What follows belongs to an exercise in optimizing a design on an open flow for small area; a production flow would make more cautious choices. No functional check of the RTL was part of any run shown here. Power is estimated from default activity; no workload was simulated.

`run.sh`:
```
#!/bin/bash
# synth_recipe.tcl (not shown) runs the flow's synth.tcl, then flattens the netlist and writes it again
# the make line also repeats each setting of config.mk as NAME=value (left out here)
make -C /OpenROAD-flow-scripts/flow DESIGN_CONFIG=/design/flow/config.mk WORK_HOME=/design/flow/orfs CLKGATE_MAP_FILE= SYNTH_SCRIPT=/design/flow/synth_recipe.tcl finish
```
`config.mk`:
```
export PLATFORM = sky130hd
export DESIGN_NAME = pid_controller_param
export DESIGN_NICKNAME = pid_controller_param
export VERILOG_FILES = /design/flow/design.v
export SDC_FILE = /design/flow/constraint.sdc
export NUM_CORES = 4
export LEC_CHECK = 0
export ABC_AREA = 1
export CAP_MARGIN = 20
export CORE_MARGIN = 2
export CORE_UTILIZATION = 40
export SLEW_MARGIN = 20
export SYNTH_HIERARCHICAL = 1
```
`constraint.sdc`:
```
create_clock -name core_clock -period 13.5 [get_ports {clk}]
set_input_delay 2.7000 -clock core_clock [delete_from_list [all_inputs] [get_ports {clk}]]
set_output_delay 2.7000 -clock core_clock [all_outputs]
set_load 0.01 [all_outputs]
```
`design.v`:
```
package pid_pkg;
  localparam int DEF_DW   = 16;
  localparam int DEF_FRAC = 8;
  typedef enum logic [2:0] {
    ST_IDLE  = 3'd0,
    ST_ERR   = 3'd1,
    ST_MUL_P = 3'd2,
    ST_MUL_I = 3'd3,
    ST_MUL_D = 3'd4,
    ST_SUM   = 3'd5
  } state_t;
  typedef enum logic [1:0] {
    SAT_NONE = 2'b00,
    SAT_POS  = 2'b01,
    SAT_NEG  = 2'b10
  } sat_dir_t;
  function automatic logic [1:0] sat_dir(input logic sign_bit, input logic top_all_same);
    if (top_all_same) begin
      sat_dir = pid_pkg::SAT_NONE;
    end else if (sign_bit) begin
      sat_dir = pid_pkg::SAT_NEG;
    end else begin
      sat_dir = pid_pkg::SAT_POS;
    end
  endfunction
endpackage
module pid_sat #(
  parameter int IN_W  = 17,
  parameter int OUT_W = 16
) (
  input  logic signed [IN_W-1:0]  din,
  output logic signed [OUT_W-1:0] dout
);
  logic [IN_W-OUT_W:0] top;
  logic                top_same;
  always_comb begin
    top      = din[IN_W-1:OUT_W-1];
    top_same = (&top) | ~(|top);
    if (top_same) dout = din[OUT_W-1:0];
    else          dout = {din[IN_W-1], {(OUT_W-1){~din[IN_W-1]}}};
  end
endmodule
module pid_fa (
  input  logic a,
  input  logic b,
  input  logic c,
  output logic s,
  output logic co
);
  assign s  = a ^ b ^ c;
  assign co = (a & b) | (a & c) | (b & c);
endmodule
module pid_ha (
  input  logic a,
  input  logic b,
  output logic s,
  output logic co
);
  assign s  = a ^ b;
  assign co = a & b;
endmodule
module pid_controller_param #(
  parameter int DW   = pid_pkg::DEF_DW,
  parameter int FRAC = pid_pkg::DEF_FRAC,
  parameter int ACCW = 2*DW+4
) (
  input  logic                 clk,
  input  logic                 rst,
  input  logic                 en,
  input  logic                 clear,
  input  logic signed [DW-1:0] setpoint,
  input  logic signed [DW-1:0] feedback,
  input  logic signed [DW-1:0] kp,
  input  logic signed [DW-1:0] ki,
  input  logic signed [DW-1:0] kd,
  input  logic [ACCW-2:0]      int_limit,
  input  logic [15:0]          clk_times,
  output logic signed [DW-1:0] control_signal,
  output logic                 valid,
  output logic                 busy,
  output logic                 overrun
);
  logic [2:0]       st_q;
  logic [15:0]      cnt_q;
  logic [15:0]      e_q;       
  logic [15:0]      pe_q;      
  logic [ACCW-1:0]  acc_q;     
  logic             acc_c;     
  logic [31:0]      t_q;       
  logic [15:0]      ctrl_q;
  logic             valid_q, overrun_q;
  logic s_idle, s_p, s_i, s_d, s_sum, tick;
  assign s_idle = ~st_q[2] & ~st_q[0];
  assign s_p    = st_q[1] & ~st_q[2];
  assign s_i    = st_q[2] & st_q[0];
  assign s_d    = st_q[1] & ~st_q[0];
  assign s_sum  = st_q[2] & ~st_q[1];
  assign tick = en && (cnt_q == clk_times);
  logic [16:0] err_raw, de_raw;
  logic [15:0] err_sat, de_sat;
  logic [16:0] err_c, de_c;
  assign err_raw[0] = setpoint[0] ^ feedback[0];
  assign err_c[1]   = setpoint[0] | ~feedback[0];
  assign de_raw[0]  = e_q[0] ^ pe_q[0];
  assign de_c[1]    = e_q[0] | ~pe_q[0];
  genvar gk;
  generate
    for (gk = 1; gk < 17; gk++) begin : g_sub
      logic c_unused_e, c_unused_d;
      if (gk < 16) begin : g_mid
        pid_fa u_e (.a(setpoint[gk]), .b(~feedback[gk]), .c(err_c[gk]), .s(err_raw[gk]), .co(err_c[gk+1]));
        pid_fa u_d (.a(e_q[gk]), .b(~pe_q[gk]), .c(de_c[gk]), .s(de_raw[gk]), .co(de_c[gk+1]));
      end else begin : g_top
        pid_fa u_e (.a(setpoint[15]), .b(~feedback[15]), .c(err_c[16]), .s(err_raw[16]), .co(c_unused_e));
        pid_fa u_d (.a(e_q[15]), .b(~pe_q[15]), .c(de_c[16]), .s(de_raw[16]), .co(c_unused_d));
      end
    end
  endgenerate
  pid_sat #(.IN_W(17), .OUT_W(16)) u_sat_err (.din(err_raw), .dout(err_sat));
  pid_sat #(.IN_W(17), .OUT_W(16)) u_sat_de  (.din(de_raw),  .dout(de_sat));
  logic [15:0] cnt_inc;
  logic [16:0] cnt_cy;
  assign cnt_inc[0] = ~cnt_q[0];
  assign cnt_cy[1]  = cnt_q[0];
  generate
    for (gk = 1; gk < 16; gk++) begin : g_inc
      pid_ha u_h (.a(cnt_q[gk]), .b(cnt_cy[gk]), .s(cnt_inc[gk]), .co(cnt_cy[gk+1]));
    end
  endgenerate
  assign tick = en && (cnt_q == clk_times);
  logic [15:0] g;
  assign g = s_i ? ki : (s_d ? kd : kp);
  logic [7:0] one, two, neg, nz;
  logic [15:0] pp0, pp1, pp2, pp3, pp4, pp5, pp6, pp7;
  logic ppn0, ppn1, ppn2, ppn3, ppn4, ppn5, ppn6, ppn7;
  logic [15:0] pp [8];
  logic [7:0] ppn;
  logic [16:0] ge;
  assign ge = {g[15:0], 1'b0};
  genvar gi, gj;
  generate
    for (gi = 0; gi < 8; gi++) begin : g_booth
      logic b2, b1, b0;
      assign b2 = e_q[2*gi+1];
      assign b1 = e_q[2*gi];
      if (gi == 0) begin : g_lsb
        assign b0 = 1'b0;
      end else begin : g_mid
        assign b0 = e_q[2*gi-1];
      end
      assign one[gi] = b1 ^ b0;
      assign two[gi] = (b2 & ~b1 & ~b0) | (~b2 & b1 & b0);
      assign neg[gi] = b2;
      assign nz[gi]  = one[gi] | two[gi];
      for (gj = 0; gj < 16; gj++) begin : g_pp
        assign pp[gi][gj] = ((g[gj] & one[gi]) | (ge[gj] & two[gi])) ^ neg[gi];
      end
      assign ppn[gi] = ~((g[15] & nz[gi]) ^ neg[gi]);
    end
  endgenerate
  assign pp0 = pp[0]; assign pp1 = pp[1]; assign pp2 = pp[2]; assign pp3 = pp[3];
  assign pp4 = pp[4]; assign pp5 = pp[5]; assign pp6 = pp[6]; assign pp7 = pp[7];
  assign {ppn7, ppn6, ppn5, ppn4, ppn3, ppn2, ppn1, ppn0} = ppn;
  logic xen, xc, xan, ytn;
  logic [ACCW-1:0] xa;
  logic [31:0] yt;
  assign xen = (s_i | s_d) & ~clear;
  assign xa  = acc_q & {ACCW{xen}};
  assign xc  = acc_c & xen;
  assign xan = ~xa[ACCW-1];
  assign yt  = t_q & {32{s_d}};
  assign ytn = ~yt[31];
  logic [36:0] ra, rb, sum;
  logic [35:0] cm;
  logic csgn, clamp;
  assign csgn = sum[36];
  assign cm   = sum[35:0] ^ {36{csgn}};
  logic ts1, tc2;
  pid_ha u_ts1 (.a(neg[6]), .b(xa[12]), .s(ts1), .co(tc2));
  logic ts3, tc4;
  pid_ha u_ts3 (.a(xa[13]), .b(yt[13]), .s(ts3), .co(tc4));
  logic ts5, tc6;
  pid_fa u_ts5 (.a(neg[7]), .b(xa[14]), .c(yt[14]), .s(ts5), .co(tc6));
  logic ts7, tc8;
  pid_ha u_ts7 (.a(pp0[14]), .b(pp1[12]), .s(ts7), .co(tc8));
  logic ts9, tc10;
  pid_fa u_ts9 (.a(xa[15]), .b(yt[15]), .c(pp0[15]), .s(ts9), .co(tc10));
  logic ts11, tc12;
  pid_ha u_ts11 (.a(pp1[13]), .b(pp2[11]), .s(ts11), .co(tc12));
  logic ts13, tc14;
  assign ts13 = ~(xa[16] ^ yt[16]);
  assign tc14 = xa[16] | yt[16];
  logic ts15, tc16;
  pid_fa u_ts15 (.a(ppn0), .b(pp1[14]), .c(pp2[12]), .s(ts15), .co(tc16));
  logic ts17, tc18;
  assign ts17 = ~(xa[17] ^ yt[17]);
  assign tc18 = xa[17] | yt[17];
  logic ts19, tc20;
  pid_ha u_ts19 (.a(pp1[15]), .b(pp2[13]), .s(ts19), .co(tc20));
  logic ts21, tc22;
  pid_fa u_ts21 (.a(xa[18]), .b(yt[18]), .c(ppn1), .s(ts21), .co(tc22));
  logic ts23;
  assign ts23 = ~xa[19];
  logic ts24, tc25;
  pid_ha u_ts24 (.a(neg[3]), .b(xa[6]), .s(ts24), .co(tc25));
  logic ts26, tc27;
  pid_ha u_ts26 (.a(xa[7]), .b(yt[7]), .s(ts26), .co(tc27));
  logic ts28, tc29;
  pid_fa u_ts28 (.a(neg[4]), .b(xa[8]), .c(yt[8]), .s(ts28), .co(tc29));
  logic ts30, tc31;
  pid_ha u_ts30 (.a(pp0[8]), .b(pp1[6]), .s(ts30), .co(tc31));
  logic ts32, tc33;
  pid_fa u_ts32 (.a(xa[9]), .b(yt[9]), .c(pp0[9]), .s(ts32), .co(tc33));
  logic ts34, tc35;
  pid_ha u_ts34 (.a(pp1[7]), .b(pp2[5]), .s(ts34), .co(tc35));
  logic ts36, tc37;
  pid_fa u_ts36 (.a(neg[5]), .b(xa[10]), .c(yt[10]), .s(ts36), .co(tc37));
  logic ts38, tc39;
  pid_fa u_ts38 (.a(pp0[10]), .b(pp1[8]), .c(pp2[6]), .s(ts38), .co(tc39));
  logic ts40, tc41;
  pid_ha u_ts40 (.a(pp3[4]), .b(pp4[2]), .s(ts40), .co(tc41));
  logic ts42, tc43;
  pid_fa u_ts42 (.a(xa[11]), .b(yt[11]), .c(pp0[11]), .s(ts42), .co(tc43));
  logic ts44, tc45;
  pid_fa u_ts44 (.a(pp1[9]), .b(pp2[7]), .c(pp3[5]), .s(ts44), .co(tc45));
  logic ts46, tc47;
  pid_ha u_ts46 (.a(pp4[3]), .b(pp5[1]), .s(ts46), .co(tc47));
  logic ts48, tc49;
  pid_fa u_ts48 (.a(yt[12]), .b(ts1), .c(pp0[12]), .s(ts48), .co(tc49));
  logic ts50, tc51;
  pid_fa u_ts50 (.a(pp1[10]), .b(pp2[8]), .c(pp3[6]), .s(ts50), .co(tc51));
  logic ts52, tc53;
  pid_fa u_ts52 (.a(pp4[4]), .b(pp5[2]), .c(pp6[0]), .s(ts52), .co(tc53));
  logic ts54, tc55;
  pid_fa u_ts54 (.a(tc2), .b(ts3), .c(pp0[13]), .s(ts54), .co(tc55));
  logic ts56, tc57;
  pid_fa u_ts56 (.a(pp1[11]), .b(pp2[9]), .c(pp3[7]), .s(ts56), .co(tc57));
  logic ts58, tc59;
  pid_fa u_ts58 (.a(pp4[5]), .b(pp5[3]), .c(pp6[1]), .s(ts58), .co(tc59));
  logic ts60, tc61;
  pid_fa u_ts60 (.a(tc4), .b(ts5), .c(pp2[10]), .s(ts60), .co(tc61));
  logic ts62, tc63;
  pid_fa u_ts62 (.a(pp3[8]), .b(pp4[6]), .c(pp5[4]), .s(ts62), .co(tc63));
  logic ts64, tc65;
  pid_fa u_ts64 (.a(pp6[2]), .b(pp7[0]), .c(ts7), .s(ts64), .co(tc65));
  logic ts66, tc67;
  pid_fa u_ts66 (.a(tc6), .b(pp3[9]), .c(pp4[7]), .s(ts66), .co(tc67));
  logic ts68, tc69;
  pid_fa u_ts68 (.a(pp5[5]), .b(pp6[3]), .c(pp7[1]), .s(ts68), .co(tc69));
  logic ts70, tc71;
  pid_fa u_ts70 (.a(tc8), .b(ts11), .c(ts9), .s(ts70), .co(tc71));
  logic ts72, tc73;
  pid_fa u_ts72 (.a(ts13), .b(pp3[10]), .c(pp4[8]), .s(ts72), .co(tc73));
  logic ts74, tc75;
  pid_fa u_ts74 (.a(pp5[6]), .b(pp6[4]), .c(pp7[2]), .s(ts74), .co(tc75));
  logic ts76, tc77;
  pid_fa u_ts76 (.a(tc12), .b(tc10), .c(ts15), .s(ts76), .co(tc77));
  logic ts78, tc79;
  pid_fa u_ts78 (.a(tc14), .b(ts17), .c(pp3[11]), .s(ts78), .co(tc79));
  logic ts80, tc81;
  pid_fa u_ts80 (.a(pp4[9]), .b(pp5[7]), .c(pp6[5]), .s(ts80), .co(tc81));
  logic ts82, tc83;
  pid_fa u_ts82 (.a(pp7[3]), .b(ts19), .c(tc16), .s(ts82), .co(tc83));
  logic ts84, tc85;
  pid_fa u_ts84 (.a(tc18), .b(pp2[14]), .c(pp3[12]), .s(ts84), .co(tc85));
  logic ts86, tc87;
  pid_fa u_ts86 (.a(pp4[10]), .b(pp5[8]), .c(pp6[6]), .s(ts86), .co(tc87));
  logic ts88, tc89;
  pid_fa u_ts88 (.a(pp7[4]), .b(tc20), .c(ts21), .s(ts88), .co(tc89));
  logic ts90, tc91;
  pid_fa u_ts90 (.a(yt[19]), .b(ts23), .c(pp2[15]), .s(ts90), .co(tc91));
  logic ts92, tc93;
  pid_fa u_ts92 (.a(pp3[13]), .b(pp4[11]), .c(pp5[9]), .s(ts92), .co(tc93));
  logic ts94, tc95;
  pid_fa u_ts94 (.a(pp6[7]), .b(pp7[5]), .c(tc22), .s(ts94), .co(tc95));
  logic ts96, tc97;
  pid_fa u_ts96 (.a(xa[20]), .b(yt[20]), .c(xa[19]), .s(ts96), .co(tc97));
  logic ts98, tc99;
  pid_fa u_ts98 (.a(ppn2), .b(pp3[14]), .c(pp4[12]), .s(ts98), .co(tc99));
  logic ts100, tc101;
  pid_fa u_ts100 (.a(pp5[10]), .b(pp6[8]), .c(pp7[6]), .s(ts100), .co(tc101));
  logic ts102, tc103;
  assign ts102 = ~(xa[21] ^ yt[21]);
  assign tc103 = xa[21] | yt[21];
  logic ts104, tc105;
  pid_fa u_ts104 (.a(pp3[15]), .b(pp4[13]), .c(pp5[11]), .s(ts104), .co(tc105));
  logic ts106, tc107;
  pid_ha u_ts106 (.a(pp6[9]), .b(pp7[7]), .s(ts106), .co(tc107));
  logic ts108, tc109;
  pid_fa u_ts108 (.a(xa[22]), .b(yt[22]), .c(ppn3), .s(ts108), .co(tc109));
  logic ts110, tc111;
  pid_fa u_ts110 (.a(pp4[14]), .b(pp5[12]), .c(pp6[10]), .s(ts110), .co(tc111));
  logic ts112, tc113;
  assign ts112 = ~(xa[23] ^ yt[23]);
  assign tc113 = xa[23] | yt[23];
  logic ts114, tc115;
  pid_ha u_ts114 (.a(pp4[15]), .b(pp5[13]), .s(ts114), .co(tc115));
  logic ts116, tc117;
  pid_fa u_ts116 (.a(xa[24]), .b(yt[24]), .c(ppn4), .s(ts116), .co(tc117));
  logic ts118;
  assign ts118 = ~xa[25];
  logic ts119, tc120;
  pid_ha u_ts119 (.a(neg[0]), .b(xa[0]), .s(ts119), .co(tc120));
  logic ts121, tc122;
  pid_ha u_ts121 (.a(neg[1]), .b(xa[2]), .s(ts121), .co(tc122));
  logic ts123, tc124;
  pid_ha u_ts123 (.a(xa[3]), .b(yt[3]), .s(ts123), .co(tc124));
  logic ts125, tc126;
  pid_fa u_ts125 (.a(neg[2]), .b(xa[4]), .c(yt[4]), .s(ts125), .co(tc126));
  logic ts127, tc128;
  pid_ha u_ts127 (.a(pp0[4]), .b(pp1[2]), .s(ts127), .co(tc128));
  logic ts129, tc130;
  pid_fa u_ts129 (.a(xa[5]), .b(yt[5]), .c(pp0[5]), .s(ts129), .co(tc130));
  logic ts131, tc132;
  pid_ha u_ts131 (.a(pp1[3]), .b(pp2[1]), .s(ts131), .co(tc132));
  logic ts133, tc134;
  pid_fa u_ts133 (.a(yt[6]), .b(ts24), .c(pp0[6]), .s(ts133), .co(tc134));
  logic ts135, tc136;
  pid_fa u_ts135 (.a(pp1[4]), .b(pp2[2]), .c(pp3[0]), .s(ts135), .co(tc136));
  logic ts137, tc138;
  pid_fa u_ts137 (.a(tc25), .b(ts26), .c(pp0[7]), .s(ts137), .co(tc138));
  logic ts139, tc140;
  pid_fa u_ts139 (.a(pp1[5]), .b(pp2[3]), .c(pp3[1]), .s(ts139), .co(tc140));
  logic ts141, tc142;
  pid_fa u_ts141 (.a(tc27), .b(ts28), .c(pp2[4]), .s(ts141), .co(tc142));
  logic ts143, tc144;
  pid_fa u_ts143 (.a(pp3[2]), .b(pp4[0]), .c(ts30), .s(ts143), .co(tc144));
  logic ts145, tc146;
  pid_fa u_ts145 (.a(tc29), .b(pp3[3]), .c(pp4[1]), .s(ts145), .co(tc146));
  logic ts147, tc148;
  pid_fa u_ts147 (.a(tc31), .b(ts34), .c(ts32), .s(ts147), .co(tc148));
  logic ts149, tc150;
  pid_fa u_ts149 (.a(ts36), .b(pp5[0]), .c(tc35), .s(ts149), .co(tc150));
  logic ts151, tc152;
  pid_fa u_ts151 (.a(ts40), .b(tc33), .c(ts38), .s(ts151), .co(tc152));
  logic ts153, tc154;
  pid_fa u_ts153 (.a(tc37), .b(tc41), .c(ts46), .s(ts153), .co(tc154));
  logic ts155, tc156;
  pid_fa u_ts155 (.a(tc39), .b(ts42), .c(ts44), .s(ts155), .co(tc156));
  logic ts157, tc158;
  pid_fa u_ts157 (.a(tc47), .b(tc43), .c(tc45), .s(ts157), .co(tc158));
  logic ts159, tc160;
  pid_fa u_ts159 (.a(ts48), .b(ts50), .c(ts52), .s(ts159), .co(tc160));
  logic ts161, tc162;
  pid_fa u_ts161 (.a(tc49), .b(tc51), .c(tc53), .s(ts161), .co(tc162));
  logic ts163, tc164;
  pid_fa u_ts163 (.a(ts54), .b(ts56), .c(ts58), .s(ts163), .co(tc164));
  logic ts165, tc166;
  pid_fa u_ts165 (.a(tc55), .b(tc57), .c(tc59), .s(ts165), .co(tc166));
  logic ts167, tc168;
  pid_fa u_ts167 (.a(ts60), .b(ts62), .c(ts64), .s(ts167), .co(tc168));
  logic ts169, tc170;
  pid_fa u_ts169 (.a(tc61), .b(tc63), .c(ts66), .s(ts169), .co(tc170));
  logic ts171, tc172;
  pid_fa u_ts171 (.a(ts68), .b(tc65), .c(ts70), .s(ts171), .co(tc172));
  logic ts173, tc174;
  pid_fa u_ts173 (.a(tc67), .b(tc69), .c(ts72), .s(ts173), .co(tc174));
  logic ts175, tc176;
  pid_fa u_ts175 (.a(ts74), .b(tc71), .c(ts76), .s(ts175), .co(tc176));
  logic ts177, tc178;
  pid_fa u_ts177 (.a(tc73), .b(tc75), .c(ts78), .s(ts177), .co(tc178));
  logic ts179, tc180;
  pid_fa u_ts179 (.a(ts80), .b(tc77), .c(ts82), .s(ts179), .co(tc180));
  logic ts181, tc182;
  pid_fa u_ts181 (.a(tc79), .b(tc81), .c(ts84), .s(ts181), .co(tc182));
  logic ts183, tc184;
  pid_fa u_ts183 (.a(ts86), .b(tc83), .c(ts88), .s(ts183), .co(tc184));
  logic ts185, tc186;
  pid_fa u_ts185 (.a(tc85), .b(tc87), .c(ts90), .s(ts185), .co(tc186));
  logic ts187, tc188;
  pid_fa u_ts187 (.a(ts92), .b(tc89), .c(ts94), .s(ts187), .co(tc188));
  logic ts189, tc190;
  pid_fa u_ts189 (.a(ts96), .b(tc91), .c(tc93), .s(ts189), .co(tc190));
  logic ts191, tc192;
  pid_fa u_ts191 (.a(ts98), .b(ts100), .c(tc95), .s(ts191), .co(tc192));
  logic ts193, tc194;
  pid_fa u_ts193 (.a(ts102), .b(tc97), .c(ts106), .s(ts193), .co(tc194));
  logic ts195, tc196;
  pid_fa u_ts195 (.a(tc99), .b(tc101), .c(ts104), .s(ts195), .co(tc196));
  logic ts197, tc198;
  pid_fa u_ts197 (.a(tc103), .b(pp7[8]), .c(tc107), .s(ts197), .co(tc198));
  logic ts199, tc200;
  pid_fa u_ts199 (.a(tc105), .b(ts108), .c(ts110), .s(ts199), .co(tc200));
  logic ts201, tc202;
  pid_fa u_ts201 (.a(ts112), .b(pp6[11]), .c(pp7[9]), .s(ts201), .co(tc202));
  logic ts203, tc204;
  pid_fa u_ts203 (.a(ts114), .b(tc109), .c(tc111), .s(ts203), .co(tc204));
  logic ts205, tc206;
  pid_fa u_ts205 (.a(tc113), .b(pp5[14]), .c(pp6[12]), .s(ts205), .co(tc206));
  logic ts207, tc208;
  pid_fa u_ts207 (.a(pp7[10]), .b(tc115), .c(ts116), .s(ts207), .co(tc208));
  logic ts209, tc210;
  pid_fa u_ts209 (.a(yt[25]), .b(ts118), .c(pp5[15]), .s(ts209), .co(tc210));
  logic ts211, tc212;
  pid_fa u_ts211 (.a(pp6[13]), .b(pp7[11]), .c(tc117), .s(ts211), .co(tc212));
  logic ts213, tc214;
  pid_fa u_ts213 (.a(xa[26]), .b(yt[26]), .c(xa[25]), .s(ts213), .co(tc214));
  logic ts215, tc216;
  pid_fa u_ts215 (.a(ppn5), .b(pp6[14]), .c(pp7[12]), .s(ts215), .co(tc216));
  logic ts217, tc218;
  assign ts217 = ~(xa[27] ^ yt[27]);
  assign tc218 = xa[27] | yt[27];
  logic ts219, tc220;
  pid_ha u_ts219 (.a(pp6[15]), .b(pp7[13]), .s(ts219), .co(tc220));
  logic ts221, tc222;
  pid_fa u_ts221 (.a(xa[28]), .b(yt[28]), .c(ppn6), .s(ts221), .co(tc222));
  logic ts223;
  assign ts223 = ~xa[29];
  logic ts224, tc225;
  pid_ha u_ts224 (.a(xc), .b(yt[0]), .s(ts224), .co(tc225));
  logic ts226, tc227;
  pid_fa u_ts226 (.a(xa[1]), .b(yt[1]), .c(tc120), .s(ts226), .co(tc227));
  logic ts228, tc229;
  pid_fa u_ts228 (.a(yt[2]), .b(ts121), .c(pp0[2]), .s(ts228), .co(tc229));
  logic ts230, tc231;
  pid_fa u_ts230 (.a(tc122), .b(ts123), .c(pp0[3]), .s(ts230), .co(tc231));
  logic ts232, tc233;
  pid_fa u_ts232 (.a(tc124), .b(ts125), .c(pp2[0]), .s(ts232), .co(tc233));
  logic ts234, tc235;
  pid_fa u_ts234 (.a(tc126), .b(tc128), .c(ts131), .s(ts234), .co(tc235));
  logic ts236, tc237;
  pid_fa u_ts236 (.a(tc132), .b(tc130), .c(ts133), .s(ts236), .co(tc237));
  logic ts238, tc239;
  pid_fa u_ts238 (.a(tc134), .b(tc136), .c(ts137), .s(ts238), .co(tc239));
  logic ts240, tc241;
  pid_fa u_ts240 (.a(tc138), .b(tc140), .c(ts141), .s(ts240), .co(tc241));
  logic ts242, tc243;
  pid_fa u_ts242 (.a(tc142), .b(ts145), .c(tc144), .s(ts242), .co(tc243));
  logic ts244, tc245;
  pid_fa u_ts244 (.a(tc146), .b(ts149), .c(tc148), .s(ts244), .co(tc245));
  logic ts246, tc247;
  pid_fa u_ts246 (.a(tc150), .b(ts153), .c(tc152), .s(ts246), .co(tc247));
  logic ts248, tc249;
  pid_fa u_ts248 (.a(tc154), .b(tc156), .c(ts157), .s(ts248), .co(tc249));
  logic ts250, tc251;
  pid_fa u_ts250 (.a(tc158), .b(tc160), .c(ts161), .s(ts250), .co(tc251));
  logic ts252, tc253;
  pid_fa u_ts252 (.a(tc162), .b(tc164), .c(ts165), .s(ts252), .co(tc253));
  logic ts254, tc255;
  pid_fa u_ts254 (.a(tc166), .b(ts169), .c(tc168), .s(ts254), .co(tc255));
  logic ts256, tc257;
  pid_fa u_ts256 (.a(tc170), .b(ts173), .c(tc172), .s(ts256), .co(tc257));
  logic ts258, tc259;
  pid_fa u_ts258 (.a(tc174), .b(ts177), .c(tc176), .s(ts258), .co(tc259));
  logic ts260, tc261;
  pid_fa u_ts260 (.a(tc178), .b(ts181), .c(tc180), .s(ts260), .co(tc261));
  logic ts262, tc263;
  pid_fa u_ts262 (.a(tc182), .b(ts185), .c(tc184), .s(ts262), .co(tc263));
  logic ts264, tc265;
  pid_fa u_ts264 (.a(tc186), .b(ts189), .c(tc188), .s(ts264), .co(tc265));
  logic ts266, tc267;
  pid_fa u_ts266 (.a(ts193), .b(tc190), .c(ts195), .s(ts266), .co(tc267));
  logic ts268, tc269;
  pid_fa u_ts268 (.a(tc194), .b(ts197), .c(tc196), .s(ts268), .co(tc269));
  logic ts270, tc271;
  pid_fa u_ts270 (.a(ts201), .b(tc198), .c(tc200), .s(ts270), .co(tc271));
  logic ts272, tc273;
  pid_fa u_ts272 (.a(tc202), .b(ts205), .c(tc204), .s(ts272), .co(tc273));
  logic ts274, tc275;
  pid_fa u_ts274 (.a(tc206), .b(ts209), .c(tc208), .s(ts274), .co(tc275));
  logic ts276, tc277;
  pid_fa u_ts276 (.a(ts213), .b(tc210), .c(ts215), .s(ts276), .co(tc277));
  logic ts278, tc279;
  pid_fa u_ts278 (.a(ts217), .b(tc214), .c(ts219), .s(ts278), .co(tc279));
  logic ts280, tc281;
  pid_fa u_ts280 (.a(tc218), .b(pp7[14]), .c(tc220), .s(ts280), .co(tc281));
  logic ts282, tc283;
  pid_fa u_ts282 (.a(yt[29]), .b(ts223), .c(pp7[15]), .s(ts282), .co(tc283));
  logic ts284, tc285;
  pid_fa u_ts284 (.a(xa[30]), .b(yt[30]), .c(xa[29]), .s(ts284), .co(tc285));
  logic ts286, tc287;
  pid_ha u_ts286 (.a(ts224), .b(ts119), .s(ts286), .co(tc287));
  logic ts288, tc289;
  pid_fa u_ts288 (.a(tc225), .b(ts226), .c(pp0[1]), .s(ts288), .co(tc289));
  logic ts290, tc291;
  pid_fa u_ts290 (.a(tc227), .b(pp1[0]), .c(ts228), .s(ts290), .co(tc291));
  logic ts292, tc293;
  pid_fa u_ts292 (.a(pp1[1]), .b(tc229), .c(ts230), .s(ts292), .co(tc293));
  logic ts294, tc295;
  pid_fa u_ts294 (.a(ts127), .b(tc231), .c(ts232), .s(ts294), .co(tc295));
  logic ts296, tc297;
  pid_fa u_ts296 (.a(tc233), .b(ts129), .c(ts234), .s(ts296), .co(tc297));
  logic ts298, tc299;
  pid_fa u_ts298 (.a(ts135), .b(tc235), .c(ts236), .s(ts298), .co(tc299));
  logic ts300, tc301;
  pid_fa u_ts300 (.a(ts139), .b(tc237), .c(ts238), .s(ts300), .co(tc301));
  logic ts302, tc303;
  pid_fa u_ts302 (.a(ts143), .b(tc239), .c(ts240), .s(ts302), .co(tc303));
  logic ts304, tc305;
  pid_fa u_ts304 (.a(tc241), .b(ts147), .c(ts242), .s(ts304), .co(tc305));
  logic ts306, tc307;
  pid_fa u_ts306 (.a(ts151), .b(tc243), .c(ts244), .s(ts306), .co(tc307));
  logic ts308, tc309;
  pid_fa u_ts308 (.a(ts155), .b(tc245), .c(ts246), .s(ts308), .co(tc309));
  logic ts310, tc311;
  pid_fa u_ts310 (.a(ts159), .b(tc247), .c(ts248), .s(ts310), .co(tc311));
  logic ts312, tc313;
  pid_fa u_ts312 (.a(ts163), .b(tc249), .c(ts250), .s(ts312), .co(tc313));
  logic ts314, tc315;
  pid_fa u_ts314 (.a(ts167), .b(tc251), .c(ts252), .s(ts314), .co(tc315));
  logic ts316, tc317;
  pid_fa u_ts316 (.a(tc253), .b(ts171), .c(ts254), .s(ts316), .co(tc317));
  logic ts318, tc319;
  pid_fa u_ts318 (.a(ts175), .b(tc255), .c(ts256), .s(ts318), .co(tc319));
  logic ts320, tc321;
  pid_fa u_ts320 (.a(ts179), .b(tc257), .c(ts258), .s(ts320), .co(tc321));
  logic ts322, tc323;
  pid_fa u_ts322 (.a(ts183), .b(tc259), .c(ts260), .s(ts322), .co(tc323));
  logic ts324, tc325;
  pid_fa u_ts324 (.a(ts187), .b(tc261), .c(ts262), .s(ts324), .co(tc325));
  logic ts326, tc327;
  pid_fa u_ts326 (.a(ts191), .b(tc263), .c(ts264), .s(ts326), .co(tc327));
  logic ts328, tc329;
  pid_fa u_ts328 (.a(tc192), .b(ts266), .c(tc265), .s(ts328), .co(tc329));
  logic ts330, tc331;
  pid_fa u_ts330 (.a(ts199), .b(tc267), .c(ts268), .s(ts330), .co(tc331));
  logic ts332, tc333;
  pid_fa u_ts332 (.a(ts203), .b(tc269), .c(ts270), .s(ts332), .co(tc333));
  logic ts334, tc335;
  pid_fa u_ts334 (.a(ts207), .b(tc271), .c(ts272), .s(ts334), .co(tc335));
  logic ts336, tc337;
  pid_fa u_ts336 (.a(ts211), .b(tc273), .c(ts274), .s(ts336), .co(tc337));
  logic ts338, tc339;
  pid_fa u_ts338 (.a(tc212), .b(ts276), .c(tc275), .s(ts338), .co(tc339));
  logic ts340, tc341;
  pid_fa u_ts340 (.a(tc216), .b(ts278), .c(tc277), .s(ts340), .co(tc341));
  logic ts342, tc343;
  pid_fa u_ts342 (.a(ts221), .b(tc279), .c(ts280), .s(ts342), .co(tc343));
  logic ts344, tc345;
  pid_fa u_ts344 (.a(tc222), .b(ts282), .c(tc281), .s(ts344), .co(tc345));
  logic ts346, tc347;
  pid_fa u_ts346 (.a(ts284), .b(ppn7), .c(tc283), .s(ts346), .co(tc347));
  logic ts348, tc349;
  pid_fa u_ts348 (.a(xa[31]), .b(ytn), .c(tc285), .s(ts348), .co(tc349));
  logic ts350;
  assign ts350 = ~xa[32];
  logic ts351;
  assign ts351 = ~xa[33];
  logic ts352;
  assign ts352 = ~xa[34];
  assign ra = {1'b1, xan, xa[33], xa[32], ts350, ts348, ts346, tc343, ts342, ts340, tc337, tc335, tc333, tc331, ts330, tc327, tc325, tc323, tc321, tc319, tc317, tc315, tc313, tc311, tc309, tc307, tc305, tc303, tc301, tc299, tc297, tc295, tc293, tc291, tc289, tc287, ts286};
  assign rb = {1'b0, xa[34], ts352, ts351, tc349, tc347, tc345, ts344, tc341, tc339, ts338, ts336, ts334, ts332, tc329, ts328, ts326, ts324, ts322, ts320, ts318, ts316, ts314, ts312, ts310, ts308, ts306, ts304, ts302, ts300, ts298, ts296, ts294, ts292, ts290, ts288, pp0[0]};
  logic [36:0] cp, cg;
  pid_ha u_pg0 (.a(ra[0]), .b(rb[0]), .s(cp[0]), .co(cg[0]));
  pid_ha u_pg1 (.a(ra[1]), .b(rb[1]), .s(cp[1]), .co(cg[1]));
  pid_ha u_pg2 (.a(ra[2]), .b(rb[2]), .s(cp[2]), .co(cg[2]));
  pid_ha u_pg3 (.a(ra[3]), .b(rb[3]), .s(cp[3]), .co(cg[3]));
  pid_ha u_pg4 (.a(ra[4]), .b(rb[4]), .s(cp[4]), .co(cg[4]));
  pid_ha u_pg5 (.a(ra[5]), .b(rb[5]), .s(cp[5]), .co(cg[5]));
  pid_ha u_pg6 (.a(ra[6]), .b(rb[6]), .s(cp[6]), .co(cg[6]));
  pid_ha u_pg7 (.a(ra[7]), .b(rb[7]), .s(cp[7]), .co(cg[7]));
  pid_ha u_pg8 (.a(ra[8]), .b(rb[8]), .s(cp[8]), .co(cg[8]));
  pid_ha u_pg9 (.a(ra[9]), .b(rb[9]), .s(cp[9]), .co(cg[9]));
  pid_ha u_pg10 (.a(ra[10]), .b(rb[10]), .s(cp[10]), .co(cg[10]));
  pid_ha u_pg11 (.a(ra[11]), .b(rb[11]), .s(cp[11]), .co(cg[11]));
  pid_ha u_pg12 (.a(ra[12]), .b(rb[12]), .s(cp[12]), .co(cg[12]));
  pid_ha u_pg13 (.a(ra[13]), .b(rb[13]), .s(cp[13]), .co(cg[13]));
  pid_ha u_pg14 (.a(ra[14]), .b(rb[14]), .s(cp[14]), .co(cg[14]));
  pid_ha u_pg15 (.a(ra[15]), .b(rb[15]), .s(cp[15]), .co(cg[15]));
  pid_ha u_pg16 (.a(ra[16]), .b(rb[16]), .s(cp[16]), .co(cg[16]));
  pid_ha u_pg17 (.a(ra[17]), .b(rb[17]), .s(cp[17]), .co(cg[17]));
  pid_ha u_pg18 (.a(ra[18]), .b(rb[18]), .s(cp[18]), .co(cg[18]));
  pid_ha u_pg19 (.a(ra[19]), .b(rb[19]), .s(cp[19]), .co(cg[19]));
  pid_ha u_pg20 (.a(ra[20]), .b(rb[20]), .s(cp[20]), .co(cg[20]));
  pid_ha u_pg21 (.a(ra[21]), .b(rb[21]), .s(cp[21]), .co(cg[21]));
  pid_ha u_pg22 (.a(ra[22]), .b(rb[22]), .s(cp[22]), .co(cg[22]));
  pid_ha u_pg23 (.a(ra[23]), .b(rb[23]), .s(cp[23]), .co(cg[23]));
  pid_ha u_pg24 (.a(ra[24]), .b(rb[24]), .s(cp[24]), .co(cg[24]));
  pid_ha u_pg25 (.a(ra[25]), .b(rb[25]), .s(cp[25]), .co(cg[25]));
  pid_ha u_pg26 (.a(ra[26]), .b(rb[26]), .s(cp[26]), .co(cg[26]));
  pid_ha u_pg27 (.a(ra[27]), .b(rb[27]), .s(cp[27]), .co(cg[27]));
  pid_ha u_pg28 (.a(ra[28]), .b(rb[28]), .s(cp[28]), .co(cg[28]));
  pid_ha u_pg29 (.a(ra[29]), .b(rb[29]), .s(cp[29]), .co(cg[29]));
  pid_ha u_pg30 (.a(ra[30]), .b(rb[30]), .s(cp[30]), .co(cg[30]));
  pid_ha u_pg31 (.a(ra[31]), .b(rb[31]), .s(cp[31]), .co(cg[31]));
  pid_ha u_pg32 (.a(ra[32]), .b(rb[32]), .s(cp[32]), .co(cg[32]));
  pid_ha u_pg33 (.a(ra[33]), .b(rb[33]), .s(cp[33]), .co(cg[33]));
  pid_ha u_pg34 (.a(ra[34]), .b(rb[34]), .s(cp[34]), .co(cg[34]));
  pid_ha u_pg35 (.a(ra[35]), .b(rb[35]), .s(cp[35]), .co(cg[35]));
  assign cp[36] = ra[36];
  assign cg[36] = 1'b0;
  wire bg353 = cg[1] | (cp[1] & cg[0]);
  wire bp354 = cp[1] & cp[0];
  wire bg355 = cg[3] | (cp[3] & cg[2]);
  wire bp356 = cp[3] & cp[2];
  wire bg357 = cg[5] | (cp[5] & cg[4]);
  wire bp358 = cp[5] & cp[4];
  wire bg359 = cg[7] | (cp[7] & cg[6]);
  wire bp360 = cp[7] & cp[6];
  wire bg361 = cg[9] | (cp[9] & cg[8]);
  wire bp362 = cp[9] & cp[8];
  wire bg363 = cg[11] | (cp[11] & cg[10]);
  wire bp364 = cp[11] & cp[10];
  wire bg365 = cg[13] | (cp[13] & cg[12]);
  wire bp366 = cp[13] & cp[12];
  wire bg367 = cg[15] | (cp[15] & cg[14]);
  wire bp368 = cp[15] & cp[14];
  wire bg369 = cg[17] | (cp[17] & cg[16]);
  wire bp370 = cp[17] & cp[16];
  wire bg371 = cg[19] | (cp[19] & cg[18]);
  wire bp372 = cp[19] & cp[18];
  wire bg373 = cg[21] | (cp[21] & cg[20]);
  wire bp374 = cp[21] & cp[20];
  wire bg375 = cg[23] | (cp[23] & cg[22]);
  wire bp376 = cp[23] & cp[22];
  wire bg377 = cg[25] | (cp[25] & cg[24]);
  wire bp378 = cp[25] & cp[24];
  wire bg379 = cg[27] | (cp[27] & cg[26]);
  wire bp380 = cp[27] & cp[26];
  wire bg381 = cg[29] | (cp[29] & cg[28]);
  wire bp382 = cp[29] & cp[28];
  wire bg383 = cg[31] | (cp[31] & cg[30]);
  wire bp384 = cp[31] & cp[30];
  wire bg385 = cg[33] | (cp[33] & cg[32]);
  wire bp386 = cp[33] & cp[32];
  wire bg387 = cg[35] | (cp[35] & cg[34]);
  wire bp388 = cp[35] & cp[34];
  wire bg389 = bg355 | (bp356 & bg353);
  wire bp390 = bp356 & bp354;
  wire bg391 = bg359 | (bp360 & bg357);
  wire bp392 = bp360 & bp358;
  wire bg393 = bg363 | (bp364 & bg361);
  wire bp394 = bp364 & bp362;
  wire bg395 = bg367 | (bp368 & bg365);
  wire bp396 = bp368 & bp366;
  wire bg397 = bg371 | (bp372 & bg369);
  wire bp398 = bp372 & bp370;
  wire bg399 = bg375 | (bp376 & bg373);
  wire bp400 = bp376 & bp374;
  wire bg401 = bg379 | (bp380 & bg377);
  wire bp402 = bp380 & bp378;
  wire bg403 = bg383 | (bp384 & bg381);
  wire bp404 = bp384 & bp382;
  wire bg405 = bg387 | (bp388 & bg385);
  wire bp406 = bp388 & bp386;
  wire bg407 = bg391 | (bp392 & bg389);
  wire bp408 = bp392 & bp390;
  wire bg409 = bg395 | (bp396 & bg393);
  wire bp410 = bp396 & bp394;
  wire bg411 = bg399 | (bp400 & bg397);
  wire bp412 = bp400 & bp398;
  wire bg413 = bg403 | (bp404 & bg401);
  wire bp414 = bp404 & bp402;
  wire bg415 = bg409 | (bp410 & bg407);
  wire bp416 = bp410 & bp408;
  wire bg417 = bg413 | (bp414 & bg411);
  wire bp418 = bp414 & bp412;
  wire bg419 = bg417 | (bp418 & bg415);
  wire bp420 = bp418 & bp416;
  wire bg421 = bg411 | (bp412 & bg415);
  wire bp422 = bp412 & bp416;
  wire bg423 = bg393 | (bp394 & bg407);
  wire bp424 = bp394 & bp408;
  wire bg425 = bg397 | (bp398 & bg415);
  wire bp426 = bp398 & bp416;
  wire bg427 = bg401 | (bp402 & bg421);
  wire bp428 = bp402 & bp422;
  wire bg429 = bg405 | (bp406 & bg419);
  wire bp430 = bp406 & bp420;
  wire bg431 = bg357 | (bp358 & bg389);
  wire bp432 = bp358 & bp390;
  wire bg433 = bg361 | (bp362 & bg407);
  wire bp434 = bp362 & bp408;
  wire bg435 = bg365 | (bp366 & bg423);
  wire bp436 = bp366 & bp424;
  wire bg437 = bg369 | (bp370 & bg415);
  wire bp438 = bp370 & bp416;
  wire bg439 = bg373 | (bp374 & bg425);
  wire bp440 = bp374 & bp426;
  wire bg441 = bg377 | (bp378 & bg421);
  wire bp442 = bp378 & bp422;
  wire bg443 = bg381 | (bp382 & bg427);
  wire bp444 = bp382 & bp428;
  wire bg445 = bg385 | (bp386 & bg419);
  wire bp446 = bp386 & bp420;
  wire bg447 = cg[2] | (cp[2] & bg353);
  wire bp448 = cp[2] & bp354;
  wire bg449 = cg[4] | (cp[4] & bg389);
  wire bp450 = cp[4] & bp390;
  wire bg451 = cg[6] | (cp[6] & bg431);
  wire bp452 = cp[6] & bp432;
  wire bg453 = cg[8] | (cp[8] & bg407);
  wire bp454 = cp[8] & bp408;
  wire bg455 = cg[10] | (cp[10] & bg433);
  wire bp456 = cp[10] & bp434;
  wire bg457 = cg[12] | (cp[12] & bg423);
  wire bp458 = cp[12] & bp424;
  wire bg459 = cg[14] | (cp[14] & bg435);
  wire bp460 = cp[14] & bp436;
  wire bg461 = cg[16] | (cp[16] & bg415);
  wire bp462 = cp[16] & bp416;
  wire bg463 = cg[18] | (cp[18] & bg437);
  wire bp464 = cp[18] & bp438;
  wire bg465 = cg[20] | (cp[20] & bg425);
  wire bp466 = cp[20] & bp426;
  wire bg467 = cg[22] | (cp[22] & bg439);
  wire bp468 = cp[22] & bp440;
  wire bg469 = cg[24] | (cp[24] & bg421);
  wire bp470 = cp[24] & bp422;
  wire bg471 = cg[26] | (cp[26] & bg441);
  wire bp472 = cp[26] & bp442;
  wire bg473 = cg[28] | (cp[28] & bg427);
  wire bp474 = cp[28] & bp428;
  wire bg475 = cg[30] | (cp[30] & bg443);
  wire bp476 = cp[30] & bp444;
  wire bg477 = cg[32] | (cp[32] & bg419);
  wire bp478 = cp[32] & bp420;
  wire bg479 = cg[34] | (cp[34] & bg445);
  wire bp480 = cp[34] & bp446;
  wire bg481 = cg[36] | (cp[36] & bg429);
  wire bp482 = cp[36] & bp430;
  assign sum[0] = cp[0];
  assign sum[1] = cp[1] ^ cg[0];
  assign sum[2] = cp[2] ^ bg353;
  assign sum[3] = cp[3] ^ bg447;
  assign sum[4] = cp[4] ^ bg389;
  assign sum[5] = cp[5] ^ bg449;
  assign sum[6] = cp[6] ^ bg431;
  assign sum[7] = cp[7] ^ bg451;
  assign sum[8] = cp[8] ^ bg407;
  assign sum[9] = cp[9] ^ bg453;
  assign sum[10] = cp[10] ^ bg433;
  assign sum[11] = cp[11] ^ bg455;
  assign sum[12] = cp[12] ^ bg423;
  assign sum[13] = cp[13] ^ bg457;
  assign sum[14] = cp[14] ^ bg435;
  assign sum[15] = cp[15] ^ bg459;
  assign sum[16] = cp[16] ^ bg415;
  assign sum[17] = cp[17] ^ bg461;
  assign sum[18] = cp[18] ^ bg437;
  assign sum[19] = cp[19] ^ bg463;
  assign sum[20] = cp[20] ^ bg425;
  assign sum[21] = cp[21] ^ bg465;
  assign sum[22] = cp[22] ^ bg439;
  assign sum[23] = cp[23] ^ bg467;
  assign sum[24] = cp[24] ^ bg421;
  assign sum[25] = cp[25] ^ bg469;
  assign sum[26] = cp[26] ^ bg441;
  assign sum[27] = cp[27] ^ bg471;
  assign sum[28] = cp[28] ^ bg427;
  assign sum[29] = cp[29] ^ bg473;
  assign sum[30] = cp[30] ^ bg443;
  assign sum[31] = cp[31] ^ bg475;
  assign sum[32] = cp[32] ^ bg419;
  assign sum[33] = cp[33] ^ bg477;
  assign sum[34] = cp[34] ^ bg445;
  assign sum[35] = cp[35] ^ bg479;
  assign sum[36] = cp[36] ^ bg429;
  wire kg0 = cm[0] & ~int_limit[0];
  wire kp0 = cm[0] | ~int_limit[0];
  wire kg1 = cm[1] & ~int_limit[1];
  wire kp1 = cm[1] | ~int_limit[1];
  wire kg2 = cm[2] & ~int_limit[2];
  wire kp2 = cm[2] | ~int_limit[2];
  wire kg3 = cm[3] & ~int_limit[3];
  wire kp3 = cm[3] | ~int_limit[3];
  wire kg4 = cm[4] & ~int_limit[4];
  wire kp4 = cm[4] | ~int_limit[4];
  wire kg5 = cm[5] & ~int_limit[5];
  wire kp5 = cm[5] | ~int_limit[5];
  wire kg6 = cm[6] & ~int_limit[6];
  wire kp6 = cm[6] | ~int_limit[6];
  wire kg7 = cm[7] & ~int_limit[7];
  wire kp7 = cm[7] | ~int_limit[7];
  wire kg8 = cm[8] & ~int_limit[8];
  wire kp8 = cm[8] | ~int_limit[8];
  wire kg9 = cm[9] & ~int_limit[9];
  wire kp9 = cm[9] | ~int_limit[9];
  wire kg10 = cm[10] & ~int_limit[10];
  wire kp10 = cm[10] | ~int_limit[10];
  wire kg11 = cm[11] & ~int_limit[11];
  wire kp11 = cm[11] | ~int_limit[11];
  wire kg12 = cm[12] & ~int_limit[12];
  wire kp12 = cm[12] | ~int_limit[12];
  wire kg13 = cm[13] & ~int_limit[13];
  wire kp13 = cm[13] | ~int_limit[13];
  wire kg14 = cm[14] & ~int_limit[14];
  wire kp14 = cm[14] | ~int_limit[14];
  wire kg15 = cm[15] & ~int_limit[15];
  wire kp15 = cm[15] | ~int_limit[15];
  wire kg16 = cm[16] & ~int_limit[16];
  wire kp16 = cm[16] | ~int_limit[16];
  wire kg17 = cm[17] & ~int_limit[17];
  wire kp17 = cm[17] | ~int_limit[17];
  wire kg18 = cm[18] & ~int_limit[18];
  wire kp18 = cm[18] | ~int_limit[18];
  wire kg19 = cm[19] & ~int_limit[19];
  wire kp19 = cm[19] | ~int_limit[19];
  wire kg20 = cm[20] & ~int_limit[20];
  wire kp20 = cm[20] | ~int_limit[20];
  wire kg21 = cm[21] & ~int_limit[21];
  wire kp21 = cm[21] | ~int_limit[21];
  wire kg22 = cm[22] & ~int_limit[22];
  wire kp22 = cm[22] | ~int_limit[22];
  wire kg23 = cm[23] & ~int_limit[23];
  wire kp23 = cm[23] | ~int_limit[23];
  wire kg24 = cm[24] & ~int_limit[24];
  wire kp24 = cm[24] | ~int_limit[24];
  wire kg25 = cm[25] & ~int_limit[25];
  wire kp25 = cm[25] | ~int_limit[25];
  wire kg26 = cm[26] & ~int_limit[26];
  wire kp26 = cm[26] | ~int_limit[26];
  wire kg27 = cm[27] & ~int_limit[27];
  wire kp27 = cm[27] | ~int_limit[27];
  wire kg28 = cm[28] & ~int_limit[28];
  wire kp28 = cm[28] | ~int_limit[28];
  wire kg29 = cm[29] & ~int_limit[29];
  wire kp29 = cm[29] | ~int_limit[29];
  wire kg30 = cm[30] & ~int_limit[30];
  wire kp30 = cm[30] | ~int_limit[30];
  wire kg31 = cm[31] & ~int_limit[31];
  wire kp31 = cm[31] | ~int_limit[31];
  wire kg32 = cm[32] & ~int_limit[32];
  wire kp32 = cm[32] | ~int_limit[32];
  wire kg33 = cm[33] & ~int_limit[33];
  wire kp33 = cm[33] | ~int_limit[33];
  wire kg34 = cm[34] & ~int_limit[34];
  wire kp34 = cm[34] | ~int_limit[34];
  wire kg483 = kg0 | (kp0 & csgn);
  wire kp484 = kp0 & 1'b1;
  wire kg485 = kg2 | (kp2 & kg1);
  wire kp486 = kp2 & kp1;
  wire kg487 = kg4 | (kp4 & kg3);
  wire kp488 = kp4 & kp3;
  wire kg489 = kg6 | (kp6 & kg5);
  wire kp490 = kp6 & kp5;
  wire kg491 = kg8 | (kp8 & kg7);
  wire kp492 = kp8 & kp7;
  wire kg493 = kg10 | (kp10 & kg9);
  wire kp494 = kp10 & kp9;
  wire kg495 = kg12 | (kp12 & kg11);
  wire kp496 = kp12 & kp11;
  wire kg497 = kg14 | (kp14 & kg13);
  wire kp498 = kp14 & kp13;
  wire kg499 = kg16 | (kp16 & kg15);
  wire kp500 = kp16 & kp15;
  wire kg501 = kg18 | (kp18 & kg17);
  wire kp502 = kp18 & kp17;
  wire kg503 = kg20 | (kp20 & kg19);
  wire kp504 = kp20 & kp19;
  wire kg505 = kg22 | (kp22 & kg21);
  wire kp506 = kp22 & kp21;
  wire kg507 = kg24 | (kp24 & kg23);
  wire kp508 = kp24 & kp23;
  wire kg509 = kg26 | (kp26 & kg25);
  wire kp510 = kp26 & kp25;
  wire kg511 = kg28 | (kp28 & kg27);
  wire kp512 = kp28 & kp27;
  wire kg513 = kg30 | (kp30 & kg29);
  wire kp514 = kp30 & kp29;
  wire kg515 = kg32 | (kp32 & kg31);
  wire kp516 = kp32 & kp31;
  wire kg517 = kg34 | (kp34 & kg33);
  wire kp518 = kp34 & kp33;
  wire kg519 = kg485 | (kp486 & kg483);
  wire kp520 = kp486 & kp484;
  wire kg521 = kg489 | (kp490 & kg487);
  wire kp522 = kp490 & kp488;
  wire kg523 = kg493 | (kp494 & kg491);
  wire kp524 = kp494 & kp492;
  wire kg525 = kg497 | (kp498 & kg495);
  wire kp526 = kp498 & kp496;
  wire kg527 = kg501 | (kp502 & kg499);
  wire kp528 = kp502 & kp500;
  wire kg529 = kg505 | (kp506 & kg503);
  wire kp530 = kp506 & kp504;
  wire kg531 = kg509 | (kp510 & kg507);
  wire kp532 = kp510 & kp508;
  wire kg533 = kg513 | (kp514 & kg511);
  wire kp534 = kp514 & kp512;
  wire kg535 = kg517 | (kp518 & kg515);
  wire kp536 = kp518 & kp516;
  wire kg537 = kg521 | (kp522 & kg519);
  wire kp538 = kp522 & kp520;
  wire kg539 = kg525 | (kp526 & kg523);
  wire kp540 = kp526 & kp524;
  wire kg541 = kg529 | (kp530 & kg527);
  wire kp542 = kp530 & kp528;
  wire kg543 = kg533 | (kp534 & kg531);
  wire kp544 = kp534 & kp532;
  wire kg545 = cm[35] | (1'b1 & kg535);
  wire kp546 = 1'b1 & kp536;
  wire kg547 = kg539 | (kp540 & kg537);
  wire kp548 = kp540 & kp538;
  wire kg549 = kg543 | (kp544 & kg541);
  wire kp550 = kp544 & kp542;
  wire kg551 = kg549 | (kp550 & kg547);
  wire kp552 = kp550 & kp548;
  wire kg553 = kg545 | (kp546 & kg551);
  wire kp554 = kp546 & kp552;
  assign clamp = kg553;
  logic [15:0] out_sat;
  pid_sat #(.IN_W(28), .OUT_W(16)) u_sat_out (.din(sum[35:8]), .dout(out_sat));
  always_ff @(posedge clk or posedge rst) begin
    if (rst) begin
      st_q      <= 3'b000;
      cnt_q     <= '0;
      pe_q      <= '0;
      acc_q     <= '0;
      acc_c     <= 1'b0;
      ctrl_q    <= '0;
      valid_q   <= 1'b0;
      overrun_q <= 1'b0;
    end else begin
      cnt_q     <= (!en || tick) ? 16'd0 : cnt_inc;
      valid_q   <= s_sum;
      overrun_q <= tick && !s_idle;
      if (s_idle) begin
        if (tick) st_q <= 3'b001;
      end else begin
        st_q <= {st_q[1:0], ~st_q[2]};
      end
      if (s_i) begin
        pe_q <= e_q;
      end else if (clear) begin
        pe_q <= '0;
      end
      if (clear) begin
        acc_q <= '0;
        acc_c <= 1'b0;
      end else if (s_i) begin
        if (clamp) begin
          acc_q <= {csgn, int_limit ^ {35{csgn}}};
          acc_c <= csgn;
        end else begin
          acc_q <= sum[ACCW-1:0];
          acc_c <= 1'b0;
        end
      end
      if (s_sum) ctrl_q <= t_q[15:0];
    end
  end
  always_ff @(posedge clk) begin
    if (s_idle && tick) e_q <= err_sat;
    else if (s_i && !clear) e_q <= de_sat;
    if (s_p) t_q <= sum[31:0];
    else if (s_d) t_q[15:0] <= out_sat;
  end
  assign control_signal = ctrl_q;
  assign valid          = valid_q;
  assign busy           = ~s_idle;
  assign overrun        = overrun_q;
endmodule
```
==> metrics.yaml, run 1 <==
antenna_cells: 0
synth_area_per_cell_um2: 8.10
clk_path_buf_depth: 2
setup_viol: 0
synth_xor_xnor_area_share: 0.104
cap_violations: 0
power.leakage_nw: 9.18
synth_area_mm2: 0.0169
utilization: 0.466
vias_per_cell: 5.32
synth_compound_area_frac: 0.106
final_cells: 2734
synth-simple-area-share: 0.201
grtUsageTotal: 0.240
die_area_mm2: 0.0438
detail-route-antenna-nets: 0
grt_setup_unrepaired: "false"
clkLatencyLatePin_ns: 0.45
grt_overflow_total: 0
report.final.hold_viol_count: 0
cpPeakStageDelay_ns: 0.97
antenna_found_initial: 0
power.density_mw_per_mm2: 123
wl_per_cell_um: 18.6
crit_path_top_delay_cell: "fa_1"
io_buffers: 153
cts_resized: 0
yosysSeqAreaShare: 0.219
dpl.hpwl_um: 38600
regToRegSetupSlack_ns: 4.01
ios: 154
start_util: 0.404
numCtsBuffers: 17
fin_setup_tns_ns: 0
dp.cells: 2702
drive_gt1_frac: 0.0579
dr.first_iter.drc_count: 1352
synthAdderAreaFrac: 0.288
drtPass1Iterations: 6
fin_skew_ns: 0.0104
cts_tree: "done"
core-area_mm2: 0.0418
htreeDepth: 4
worstPathArrival_ns: 11.46
cp_cell_sequence: "clkdlybuf4s50_1, ha_1, inv_1, fa_1, fa_1, fa_1, fa_1, fa_1, fa_1, fa_1, fa_1, fa_1, fa_1, fa_1, fa_1, fa_1, fa_1, fa_1, fa_1, ha_1, o21ai_0, nand2_1, nand2_1"
status: "finished clean"
syn_to_final_growth_pct: 15.4
register_area_mm2: 0.00369
clk_pin_slew_ns: 0.06
netlist_instances: 2080
crit_family: "adder cells"
rows: 75
stdcell_area_mm2: 0.0195
max_freq_ghz: 0.0888
crit_fanout: 30
irDropWorstVdd_mv: 0.0732
synth-seq-cells: 138
synthMuxAreaShare: 0.000594
synth_top_family_by_area: "adder cells"
num_vias: 14500
wl_um: 50900
final.fill_count: 4092
synthDistinctLibCells: 49
postCtsHoldBufs: 0
drc_errors: 0
slew_violations: 0
grt_pass1_wl_um: 82600
grt_pass1_vias: 14900
worstSetupStartpointType: "input pin"
worst-path-buf-inv: 2
dieHeight_um: 209
cts_sinks: 138
gp_congestion: 0.887
tightest_slew_ns: 1.08
placed_cell_area_mm2: 0.0189
path_common_cell: "fa_1"
nNetsFinal: 2597
grt_max_degree: 74
criticalPathCategory: "input pin to flip-flop"
die_x_um: 209
clockRootBuffer: "clkbuf_16"
min_period_ns: 11.26
slew-limit-headroom: 0.276
multi_input_area_mm2: 0.0118
finalCritPeriodShare: 0.834
endpoint_kind: "flip-flop"
syn-num-nets: 2495
cts_post_setup_buffers_inserted: 0
yosysWarningCount: 12
hold_path_class: "flip-flop to flip-flop"
critPathRequiredTime_ns: 13.70
sequential cells by signal, summed over array words and instances (netlist names):
register / cells
e_q: 16
pe_q: 16
valid_q: 1
acc_q: 36
st_q: 3
acc_c: 1
cnt_q: 16
ctrl_q: 16
overrun_q: 1
t_q: 32
layout by cell type (no fill, tap or decap), types with 18 or more instances in the layout:
cell | netlist | final
xnor2_1 | 29 | 29
o21ai_2 | 14 | 19
o21ai_0 | 64 | 64
inv_1 | 226 | 225
clkdlybuf4s50_1 | 0 | 153
nand2_1 | 498 | 498
fa_1 | 179 | 179
edfxtp_1 | 48 | 48
o21ai_1 | 23 | 18
a21oi_1 | 36 | 36
buf_4 | 8 | 38
nand3_1 | 133 | 133
dfrtp_1 | 90 | 90
o22ai_1 | 121 | 121
nor2_1 | 169 | 166
xor2_1 | 171 | 171
ha_1 | 101 | 101
layout make-up:
type	instances	area share
Inverter	234	0.0453
Tap cell	539	0.0347
Multi-Input combinational cell	1600	0.607
Sequential cell	138	0.190
Clock buffer	17	0.0219
Clock inverter	15	0.00798
Timing Repair Buffer	191	0.0934
Yosys stat by module, one instance, submodules excluded, excerpt:
module,cells,times used
pid_controller_param,1694,1
pid_ha,1,72
pid_fa,1,179
path summary, 6_finish.rpt:
| check | from | to | depth (start not counted) |
|---|---|---|---|
| max | feedback[0] | e_q[1]$_DFFE_PP_ | 23 |
| min | st_q[1]$_DFFE_PP0P_ | valid_q$_DFF_PP0_ | 1 |
| max reg2reg | e_q[0]$_DFFE_PP_ | e_q[4]$_DFFE_PP_ | 23 |
| min reg2reg | st_q[1]$_DFFE_PP0P_ | valid_q$_DFF_PP0_ | 1 |
| max in group asynchronous | rst | acc_q[28]$_DFFE_PP0P_ | 3 |
| min in group asynchronous | rst | pe_q[11]$_DFFE_PP0P_ | 2 |
power breakdown:
group | switching [mW] | internal, mW
Clock | 0.216 | 0.245
Sequential | 0.0187 | 0.486
Combinational | 0.888 | 0.544
Total | 1.12 | 1.27
through the flow:
step	hold WS [ns]	setup slack, ns	power, mW
floorplan	0.412	3.40	1.50
global placement	0.428	1.98	1.90
detailed placement	0.426	1.78	1.92
CTS	0.435	2.26	2.40
global route	0.449	1.76	2.62
finish	0.434	2.24	2.40
cell families (layout without fill, tap and decap cells):
logic type | count (synthesis) | count (layout)
buffers and inverters | 342 | 457
adder cells (fa/ha/maj) | 280 | 280
flip-flops | 138 | 138
AO/OA/AOI/OAI | 292 | 292
multiplexers | 1 | 1
AND/OR/NAND/NOR | 827 | 827
XOR/XNOR | 200 | 200
routing by layer:
metal  track usage  routed length, µm
met1         0.344              23700
met2         0.376              22600
met3        0.0474               3690
met4        0.0571                974
met5             0                  0
cell usage after synthesis (all sizes together):
cell / n / area, µm²
clkbuf: 71 / 267
a22o: 1 / 8.76
mux2i: 1 / 10.0
inv: 230 / 863
nor3: 3 / 26.3
o21bai: 1 / 7.51
o31ai: 1 / 7.51
a21boi: 2 / 15.0
o221ai: 2 / 23.8
a21oi: 38 / 205
a2111oi: 1 / 8.76
a21o: 9 / 67.6
nand2: 510 / 1970
o21ai: 101 / 558
nand3: 134 / 676
nor2: 169 / 634
a211oi: 6 / 45.0
fa: 179 / 3580
a31oi: 1 / 6.26
buf: 37 / 240
xor2: 171 / 1500
or2: 6 / 37.5
clkinv: 4 / 15.0
ha: 101 / 1260
dfrtp: 90 / 2250
nand4: 3 / 18.8
a31o: 7 / 61.3
nand3b: 2 / 15.0
o221a: 1 / 11.3
edfxtp: 48 / 1440
xnor2: 29 / 254
o22ai: 121 / 757
==> inputs of run 2 (changes only) <==
--- a/config.mk
+++ b/config.mk
@@ -8,6 +8,6 @@
 export ABC_AREA = 1
 export CAP_MARGIN = 20
 export CORE_MARGIN = 2
-export CORE_UTILIZATION = 40
+export CORE_UTILIZATION = 65
 export SLEW_MARGIN = 20
 export SYNTH_HIERARCHICAL = 1
==> run 2 against run 1 <==
Against the previous run:
- clock-buffer cell count grew 2
- sequential share of layout area grew 0.27 points
- combinational power is essentially flat
- wire length shrank 4.6%
- non-clock buffer count grew 5
- largest power group unchanged
==> metrics.yaml, run 2 <==
p_int_mw: 1.28
drtPass1Iterations: 7
irDropWorstVdd_mv: 0.127
power.density_mw_per_mm2: 126
nNetsFinal: 2602
io_buffers: 153
yosysWarningCount: 12
cts_resized: 0
layout_common_cells: "nand2_1, inv_1, fa_1"
htreeDepth: 4
synth-seq-cells: 138
rows: 58
crit_end: "e_q[3]$_DFFE_PP_"
regToRegSetupSlack_ns: 3.89
core-area_mm2: 0.0253
status: "finished clean"
grtUsageTotal: 0.370
pre_cts_slack_ns: 1.80
synth_edf_count: 48
grt_overflow_total: 0
worstReg2RegEnd: "e_q[0]$_DFFE_PP_"
grt_pass1_vias: 14600
final.fill_count: 1984
cts_post_setup_buffers_inserted: 0
wl_um: 48600
cts_sinks: 138
finalCritPeriodShare: 0.834
grt_setup_unrepaired: "false"
die_area_mm2: 0.0272
async_flop_share: 0.652
power.total_mw: 2.42
die_x_um: 165
gp_congestion: 0.974
criticalPathCategory: "input pin to flip-flop"
synth_area_mm2: 0.0169
ios: 154
largest_register: "acc_q"
slew-limit-headroom: 0.267
antenna_cells: 0
hold-path-cell-count: 1
endpoint_kind: "flip-flop"
switching_share: 0.473
syn_to_final_growth_pct: 13.8
setup_viol: 0
hold_path_class: "flip-flop to flip-flop"
worstSetupStartpointType: "input pin"
crit_fanout: 30
slew_violations: 0
synth_commonest_cells: "nand2_1, inv_1, fa_1"
dp.cells: 2498
r2r_start: "e_q[0]$_DFFE_PP_"
grt_pass1_wl_um: 76900
report.final.hold_viol_count: 0
tightest_slew_ns: 1.09
synth_top_cells_by_area: "fa_1, dfrtp_1, nand2_1"
critPathLaunch: "setpoint[0]"
reg.largest.list: "acc_q x36, t_q x32"
start_util: 0.665
dr.first_iter.drc_count: 1711
hold_ws_ns: 0.449
layout_commonest_cell: "nand2_1"
wl_per_cell_um: 19.2
cts_tree: "done"
cap_violations: 0
drive_gt1_frac: 0.0573
min_period_ns: 11.26
postCtsHoldBufs: 0
grt_max_degree: 74
final_cells: 2530
yosysTopAreaCell: "fa_1"
critPathRequiredTime_ns: 13.69
synth_area_per_cell_um2: 8.10
antenna_found_initial: 0
syn-num-nets: 2495
timing.final.ws_setup_ns: 2.24
p_clk_frac: 0.191
fin_setup_tns_ns: 0
drc_errors: 0
p_comb_frac: 0.602
clk_path_buf_depth: 2
p_sw_mw: 1.14
synth_ff_type: "dfrtp_1"
dpl.hpwl_um: 35400
synth_top_area_frac: 0.213
clk_pin_slew_ns: 0.06
clkLatencyLatePin_ns: 0.45
num_vias: 15000
dieHeight_um: 165
p_seq_frac: 0.207
synthDistinctLibCells: 49
vias_per_cell: 5.94
fin_skew_ns: 0.0254
reg2regPathDepth: 23
yosysSeqAreaShare: 0.219
max_freq_ghz: 0.0888
detail-route-antenna-nets: 0
numCtsBuffers: 17
largest_reg_flops: 36
worstPathArrival_ns: 11.44
power.leakage_nw: 9.19
yosysMostFrequentCell: "nand2_1"
clockRootBuffer: "clkbuf_16"
netlist_instances: 2080
run 2: cell count changes in the layout (fill, tap and decap cells not counted):
cell,delta
clkinv_8,-2
o21ai_2,-5
clkbuf_8,+1
clkinv_2,+3
clkinv_4,-2
inv_8,-1
buf_4,+5
clkbuf_1,+1
o21ai_1,+5
run 2: layout make-up:
| cell class | count | area, µm² | area share |
|---|---|---|---|
| clock inverter | 13 | 110 | 0.00574 |
| tap | 330 | 413 | 0.0215 |
| multi-input combinational | 1600 | 11800 | 0.615 |
| clock buffer | 19 | 443 | 0.0231 |
| sequential | 138 | 3690 | 0.193 |
| timing repair buffer | 196 | 1850 | 0.0967 |
| inverter | 234 | 880 | 0.0459 |
run 2: worst min path at each step:
stage | startpoint | to
floorplan | st_q[1]$_DFFE_PP0P_ | valid_q$_DFF_PP0_
global placement | st_q[1]$_DFFE_PP0P_ | valid_q$_DFF_PP0_
finish | st_q[1]$_DFFE_PP0P_ | valid_q$_DFF_PP0_
global route | st_q[1]$_DFFE_PP0P_ | valid_q$_DFF_PP0_
CTS | st_q[1]$_DFFE_PP0P_ | valid_q$_DFF_PP0_
detailed placement | st_q[1]$_DFFE_PP0P_ | valid_q$_DFF_PP0_
run 2: cell families after synthesis:
| family | count (synthesis) | share of synthesized area |
|---|---|---|
| AO/OA/AOI/OAI | 292 | 0.106 |
| XOR/XNOR | 200 | 0.104 |
| adder cells (fa/ha/maj) | 280 | 0.288 |
| buffers and inverters | 342 | 0.0822 |
| flip-flops | 138 | 0.219 |
| multiplexers | 1 | 0.000594 |
| AND/OR/NAND/NOR | 827 | 0.201 |
run 2: modules after synthesis, one instance, submodules excluded, a selection:
| module | copies in the design | area, µm² | flip-flops and latches |
|---|---|---|---|
| pid_controller_param | 1 | 11700 | 138 |
| pid_fa | 179 | 20.0 | 0 |
| pid_ha | 72 | 12.5 | 0 |
run 2: power by group through the flow:
stage | logic [mW] | registers (mW) | clock network, mW
after global routing | 1.60 | 0.504 | 0.479
after detailed placement | 1.40 | 0.510 | 0
final | 1.46 | 0.501 | 0.461
after global placement | 1.37 | 0.510 | 0
after CTS | 1.42 | 0.502 | 0.464
after floorplan | 0.984 | 0.518 | 0
run 2: worst max-delay path, cell delays in order:
cell and delay (ns):
clkdlybuf4s50_1 0.41, inv_1 0.06, ha_1 0.13, inv_1 0.04, fa_1 0.37, fa_1 0.39
fa_1 0.40, fa_1 0.42, fa_1 0.40, fa_1 0.41, fa_1 0.41, fa_1 0.43
fa_1 0.39, fa_1 0.39, fa_1 0.39, fa_1 0.39, fa_1 0.38, fa_1 0.39
fa_1 0.40, fa_1 0.97, ha_1 0.82, o21ai_0 0.18, nand2_1 0.10, nand2_1 0.06
run 2: through the flow:
stage                util  area, µm²
global route        0.757      19200
global placement    0.735      18600
floorplan               -      16900
CTS                 0.757      19200
finish              0.757      19200
detailed placement  0.735      18600
run 2: per-layer routing:
metal | vias to the layer above | share of wire | track usage
li1 | 6898 | - | -
met1 | 7111 | 0.40 | 0.516
met2 | 895 | 0.44 | 0.569
met3 | 128 | 0.12 | 0.0811
met4 | 0 | 0.036 | 0.139
met5 | - | 0 | 0

-- afterwards: timing with drivers on the ports --
In the flow no input, the clock included, has a driving cell. The finished layouts below were timed again as built, in two steps.
Step 1 assumes that a clkbuf_16 drives the clock port and a buf_2 every other input.
Step 2 also shifts input and output timing later by t, the mid clock arrival at the registers, as if the neighbouring blocks saw the same clock.
Slacks: ideal / step 1 / step 2; pairs: ideal / step 1.
| run | t (ns) | setup WS [ns] | worst register clock-pin slew, ns | worst data-port slew with drivers (ns) | cell pins on the clock port's net |
|---|---|---|---|---|---|
| run 1 | 0.496 | 2.243 / 2.269 / 1.773 | 0.07 / 0.07 | 0.07 | 1 |
| run 2 | 0.487 | 2.241 / 2.255 / 1.768 | 0.09 / 0.09 | 0.05 | 1 |
After both steps every run listed still meets setup and hold. The setup slack of run 2, which loses most, moves by +0.014 ns with the drivers and by -0.473 ns with both steps.
